Context: an optimization exercise on an open-source flow, tuned for small area, a short achievable clock period and few clock cycles. The choices shown serve that exercise and are no tape-out recipe.
Where RTL was checked, it was by simulation tests only, not by an equivalence proof against the original.
Power and IR drop assume default switching activity.

Design pentary_crossbar_ctrl_v2, start of the top module:
module pentary_crossbar_ctrl_v2
#(
    parameter int ROWS       = 16,
    parameter int COLS       = 16,
    parameter int ACC_W      = 6,
    parameter int MAX_PULSES = 4,
    localparam int RAW  = $clog2(ROWS),
    localparam int CAW  = (COLS > 1) ? $clog2(COLS) : 1,
    localparam int CNTW = $clog2(COLS + 1)
) (
    input  logic                  clk,
    input  logic                  reset,
    input  logic [RAW-1:0]        write_row,
    input  logic [CAW-1:0]        write_col,
    input  logic [2:0]            write_data,
    input  logic                  write_enable,
    input  logic                  inject_stuck,
    input  logic                  compute_enable,
    input  logic [ROWS*3-1:0]     input_vector,
    output logic [COLS*ACC_W-1:0] output_vector,
    output logic                  out_valid,
    output logic                  sat,
    input  logic                  calibrate_enable,
    input  logic [RAW-1:0]        calibrate_row,
    output logic                  calibration_done,
    output logic [CNTW-1:0]       cal_bad_count,
    output logic                  write_done,
    output logic                  write_fail,
    output logic                  ready,
    output logic                  error,
    output logic [7:0]            error_count
);
==> flow/config.mk <==
export PLATFORM = sky130hd
export DESIGN_NAME = pentary_crossbar_ctrl_v2
export DESIGN_NICKNAME = pentary_crossbar_ctrl_v2
export VERILOG_FILES = /design/flow/design.v
export SDC_FILE = /design/flow/constraint.sdc
export NUM_CORES = 4
export LEC_CHECK = 0
export ABC_AREA = 1
export CAP_MARGIN = 20
export CORE_MARGIN = 2
export CORE_UTILIZATION = 60
export SETUP_SLACK_MARGIN = 4
export SLEW_MARGIN = 20
export TNS_END_PERCENT = 20
==> flow/constraint.sdc <==
create_clock -name core_clock -period 10.0 [get_ports {clk}]
set_input_delay 2.0000 -clock core_clock [delete_from_list [all_inputs] [get_ports {clk}]]
set_output_delay 2.0000 -clock core_clock [all_outputs]
set_load 0.01 [all_outputs]
run.sh (not shown) runs the stock make flow with config.mk's settings and CLKGATE_MAP_FILE= SYNTH_SCRIPT=/design/flow/synth_recipe.tcl, a recipe that flattens the netlist after the stock synthesis.
The baseline completed with no timing, DRC or antenna violations.
Testbench counts at the start, summed over its fixed seeds: cycles 6,997.
Edit:
--- a/flow/design.v
+++ b/flow/design.v
@@ -89,38 +89,35 @@
     output logic                  ready,
     output logic                  error,
     output logic [7:0]            error_count
 );
     localparam int KR  = 4;                  
     localparam int NCH = ROWS / KR;          
     localparam int AW  = $clog2(NCH);
     logic [NCH-1:0] ph;                      
     logic           busy;                    
     logic           cal_busy;                
     logic           idle;
     logic          acc_wr, acc_inj, acc_cmp, acc_cal;
-    logic [RAW-1:0] cal_row_q;
+    logic [COLS-1:0] cal_st_q;               
     assign busy    = ~ph[0];
     assign idle    = ph[0] & ~cal_busy;
     assign ready   = idle;
     assign acc_wr  = idle & write_enable & ~inject_stuck;
     assign acc_inj = idle & write_enable &  inject_stuck;
     assign acc_cmp = idle & ~write_enable & compute_enable;
     assign acc_cal = idle & ~write_enable & ~compute_enable & calibrate_enable;
     always_ff @(posedge clk) begin
         if (reset) cal_busy <= 1'b0;
         else       cal_busy <= acc_cal;
-    end
-    always_ff @(posedge clk) begin
-        if (acc_cal) cal_row_q <= calibrate_row;
     end
     logic                   wvalid;
     logic [2:0]             enc;
     logic [2:0]             rd_level;        
     logic                   rd_stuck;
     logic [ROWS*COLS*3-1:0] levels;
     logic [ROWS*COLS-1:0]   stucks;
     assign wvalid = pentary_pkg::code_valid(write_data);
     assign enc    = pentary_pkg::to_sm(write_data);
     crossbar_cell_array #(
         .ROWS(ROWS), .COLS(COLS), .RAW(RAW), .CAW(CAW)
     ) u_cells (
@@ -143,39 +140,42 @@
         for (int r = 0; r < ROWS; r++) begin
             for (int c = 0; c < COLS; c++) begin
                 rows[r][c*4 +: 3] = levels[(r*COLS + c)*3 +: 3];
                 rows[r][c*4 + 3]  = stucks[r*COLS + c];
             end
         end
         for (int b = 0; b < KR; b++) begin
             grp[b] = '0;
             for (int k = 0; k < NCH; k++) grp[b] |= rows[k*KR + b] & {(COLS*4){ph[k]}};
         end
         wrow = rows[write_row];
         for (int r = 0; r < ROWS; r++) srows[r] = stucks[r*COLS +: COLS];
-        crow = srows[cal_row_q];
+        crow = srows[calibrate_row];
+    end
+    always_ff @(posedge clk) begin
+        if (acc_cal) cal_st_q <= crow;
     end
     logic [3:0]      cells [COLS];
     logic            wr_ok;
     always_comb begin
         for (int c = 0; c < COLS; c++) cells[c] = wrow[c*4 +: 4];
         {rd_stuck, rd_level} = cells[write_col];
     end
     assign wr_ok = wvalid & (~rd_stuck | (rd_level == enc));
     logic [1:0]      pc2 [8];
     logic [2:0]      pc4 [4];
     logic [3:0]      pc8 [2];
     logic [CNTW-1:0] cal_cnt;
     always_comb begin
-        for (int i = 0; i < 8; i++) pc2[i] = 2'(crow[2*i]) + 2'(crow[2*i+1]);
+        for (int i = 0; i < 8; i++) pc2[i] = 2'(cal_st_q[2*i]) + 2'(cal_st_q[2*i+1]);
         for (int i = 0; i < 4; i++) pc4[i] = 3'(pc2[2*i]) + 3'(pc2[2*i+1]);
         for (int i = 0; i < 2; i++) pc8[i] = 4'(pc4[2*i]) + 4'(pc4[2*i+1]);
         cal_cnt = CNTW'(pc8[0]) + CNTW'(pc8[1]);
     end
     logic [KR*3-1:0]        xc;              
     logic [(ROWS-KR)*3-1:0] x_q;             
     logic [ROWS*3-1:0]      xin;
     always_comb begin
         for (int i = 0; i < ROWS; i++) xin[i*3 +: 3] = pentary_pkg::to_sm(input_vector[i*3 +: 3]);
     end
     assign xc = busy ? x_q[KR*3-1:0] : xin[KR*3-1:0];
     always_ff @(posedge clk) begin
=> This time the run completed and failed the layout checks on max-capacitance violations, max-slew violations. Design area rises by 0.60%. Final cell count rises by 0.90%. Total power stays flat. Sequential share of layout area rises by 0.19 points. Utilization rises by 0.33 points. Maximum frequency rises by 2.2%. Global-route usage falls by 0.31 points.
Only the layout flow was run in the second run of this note; the RTL was not checked for function there.


pentary_crossbar_ctrl_v2 with an RTL version that a note above also has.
Size: ~71000 um^2 of cells after synthesis.
make LEC_CHECK=0 ABC_AREA=1 CAP_MARGIN=30 CORE_MARGIN=2 CORE_UTILIZATION=60 SETUP_SLACK_MARGIN=4 SLEW_MARGIN=30 TNS_END_PERCENT=20 finish   # period 10.0 ns
Then changed:
--- a/flow/design.v
+++ b/flow/design.v
@@ -86,38 +86,30 @@
     output logic [CNTW-1:0]       cal_bad_count,
     output logic                  write_done,
     output logic                  write_fail,
     output logic                  ready,
     output logic                  error,
     output logic [7:0]            error_count
 );
     localparam int KR  = 4;                  
     localparam int NCH = ROWS / KR;          
     localparam int AW  = $clog2(NCH);
     logic [NCH-1:0] ph;                      
-    logic           busy;                    
-    logic           cal_busy;                
-    logic           idle;
+    logic           busy;
     logic          acc_wr, acc_inj, acc_cmp, acc_cal;
-    logic [COLS-1:0] cal_st_q;               
     assign busy    = ~ph[0];
-    assign idle    = ph[0] & ~cal_busy;
-    assign ready   = idle;
-    assign acc_wr  = idle & write_enable & ~inject_stuck;
-    assign acc_inj = idle & write_enable &  inject_stuck;
-    assign acc_cmp = idle & ~write_enable & compute_enable;
-    assign acc_cal = idle & ~write_enable & ~compute_enable & calibrate_enable;
-    always_ff @(posedge clk) begin
-        if (reset) cal_busy <= 1'b0;
-        else       cal_busy <= acc_cal;
-    end
+    assign ready   = ~busy;
+    assign acc_wr  = ~busy & write_enable & ~inject_stuck;
+    assign acc_inj = ~busy & write_enable &  inject_stuck;
+    assign acc_cmp = ~busy & ~write_enable & compute_enable;
+    assign acc_cal = ~busy & ~write_enable & ~compute_enable & calibrate_enable;
     logic                   wvalid;
     logic [2:0]             enc;
     logic [2:0]             rd_level;        
     logic                   rd_stuck;
     logic [ROWS*COLS*3-1:0] levels;
     logic [ROWS*COLS-1:0]   stucks;
     assign wvalid = pentary_pkg::code_valid(write_data);
     assign enc    = pentary_pkg::to_sm(write_data);
     crossbar_cell_array #(
         .ROWS(ROWS), .COLS(COLS), .RAW(RAW), .CAW(CAW)
     ) u_cells (
@@ -143,38 +135,35 @@
                 rows[r][c*4 + 3]  = stucks[r*COLS + c];
             end
         end
         for (int b = 0; b < KR; b++) begin
             grp[b] = '0;
             for (int k = 0; k < NCH; k++) grp[b] |= rows[k*KR + b] & {(COLS*4){ph[k]}};
         end
         wrow = rows[write_row];
         for (int r = 0; r < ROWS; r++) srows[r] = stucks[r*COLS +: COLS];
         crow = srows[calibrate_row];
     end
-    always_ff @(posedge clk) begin
-        if (acc_cal) cal_st_q <= crow;
-    end
     logic [3:0]      cells [COLS];
     logic            wr_ok;
     always_comb begin
         for (int c = 0; c < COLS; c++) cells[c] = wrow[c*4 +: 4];
         {rd_stuck, rd_level} = cells[write_col];
     end
     assign wr_ok = wvalid & (~rd_stuck | (rd_level == enc));
     logic [1:0]      pc2 [8];
     logic [2:0]      pc4 [4];
     logic [3:0]      pc8 [2];
     logic [CNTW-1:0] cal_cnt;
     always_comb begin
-        for (int i = 0; i < 8; i++) pc2[i] = 2'(cal_st_q[2*i]) + 2'(cal_st_q[2*i+1]);
+        for (int i = 0; i < 8; i++) pc2[i] = 2'(crow[2*i]) + 2'(crow[2*i+1]);
         for (int i = 0; i < 4; i++) pc4[i] = 3'(pc2[2*i]) + 3'(pc2[2*i+1]);
         for (int i = 0; i < 2; i++) pc8[i] = 4'(pc4[2*i]) + 4'(pc4[2*i+1]);
         cal_cnt = CNTW'(pc8[0]) + CNTW'(pc8[1]);
     end
     logic [KR*3-1:0]        xc;              
     logic [(ROWS-KR)*3-1:0] x_q;             
     logic [ROWS*3-1:0]      xin;
     always_comb begin
         for (int i = 0; i < ROWS; i++) xin[i*3 +: 3] = pentary_pkg::to_sm(input_vector[i*3 +: 3]);
     end
     assign xc = busy ? x_q[KR*3-1:0] : xin[KR*3-1:0];
@@ -234,25 +223,25 @@
             out_valid        <= 1'b0;
             calibration_done <= 1'b0;
             output_vector    <= '0;
             sat              <= 1'b0;
             cal_bad_count    <= '0;
             error            <= 1'b0;
             error_count      <= '0;
         end else begin
             write_done       <= acc_wr & wr_ok;
             write_fail       <= acc_wr & ~wr_ok;
             out_valid        <= last;
-            calibration_done <= cal_busy;
+            calibration_done <= acc_cal;
             if (acc_wr & ~wr_ok) begin
                 error <= 1'b1;
                 if (error_count != 8'hFF) error_count <= error_count + 8'd1;
             end
             if (last) begin
                 sat <= sat_q | (|csat);
                 for (int c = 0; c < COLS; c++)
                     output_vector[c*ACC_W +: ACC_W] <= {~res[c][5], res[c][4:0]};
             end
-            if (cal_busy) cal_bad_count <= cal_cnt;
+            if (acc_cal) cal_bad_count <= cal_cnt;
         end
     end
 endmodule
Power came out lower by 1.8%. Final area barely changes. First-iteration DRC count rises by 7.5%. Worst setup slack gets worse by 0.037 ns. Final cell count stays flat. Global-route usage is lower by 0.37 points. Combinational power stays flat. Wire length shrinks by 0.92%. Clock-buffer cell count shrinks by 4. Non-clock buffer count climbs by 46.
Testbench counts after the change, summed over its fixed seeds: cycles 6,890.
Only the layout flow was run in the first run of this note; the RTL was not checked for function there.

[port drivers added, routing unchanged]
The results above use ideal ports. As a check the final layouts listed here were re-extracted and re-timed, cells and wires unchanged. Step 1 (the two cells are an assumption about what drives the block):
set clk [get_ports {clk}]
set_driving_cell -lib_cell sky130_fd_sc_hd__clkbuf_16 $clk
set_driving_cell -lib_cell sky130_fd_sc_hd__buf_2 [delete_from_list [all_inputs] $clk]
Step 2 moves the port delays by t, midway between the first and last clock arrival at a register: inputs arrive t later, outputs are due t later. That takes back most of the time a late clock gives input paths. Slacks: ideal ports / drivers / drivers and shift; pairs: ideal ports / drivers.
| run | t, ns | setup WS [ns] | hold slack, ns | latest minus earliest clock arrival (ns) | cell pins on the clock port's net |
|---|---|---|---|---|---|
| the first run of note 1 | 0.861 | 3.875 / 3.934 / 3.073 | 0.433 / 0.433 / 0.433 | 0.051 / 0.051 | 1 |
| the second run of note 1 | 0.861 | 4.004 / 4.063 / 3.203 | 0.428 / 0.428 / 0.428 | 0.053 / 0.053 | 1 |
| the first run of note 2 | 0.873 | 3.865 / 3.922 / 3.049 | 0.430 / 0.430 / 0.430 | 0.056 / 0.056 | 1 |
| the second run of note 2 | 0.878 | 3.828 / 3.889 / 3.011 | 0.425 / 0.425 / 0.425 | 0.046 / 0.046 | 1 |
For the second run of note 2, which loses most, drivers alone change the setup slack by +0.061 ns; drivers and shift together by -0.817 ns.
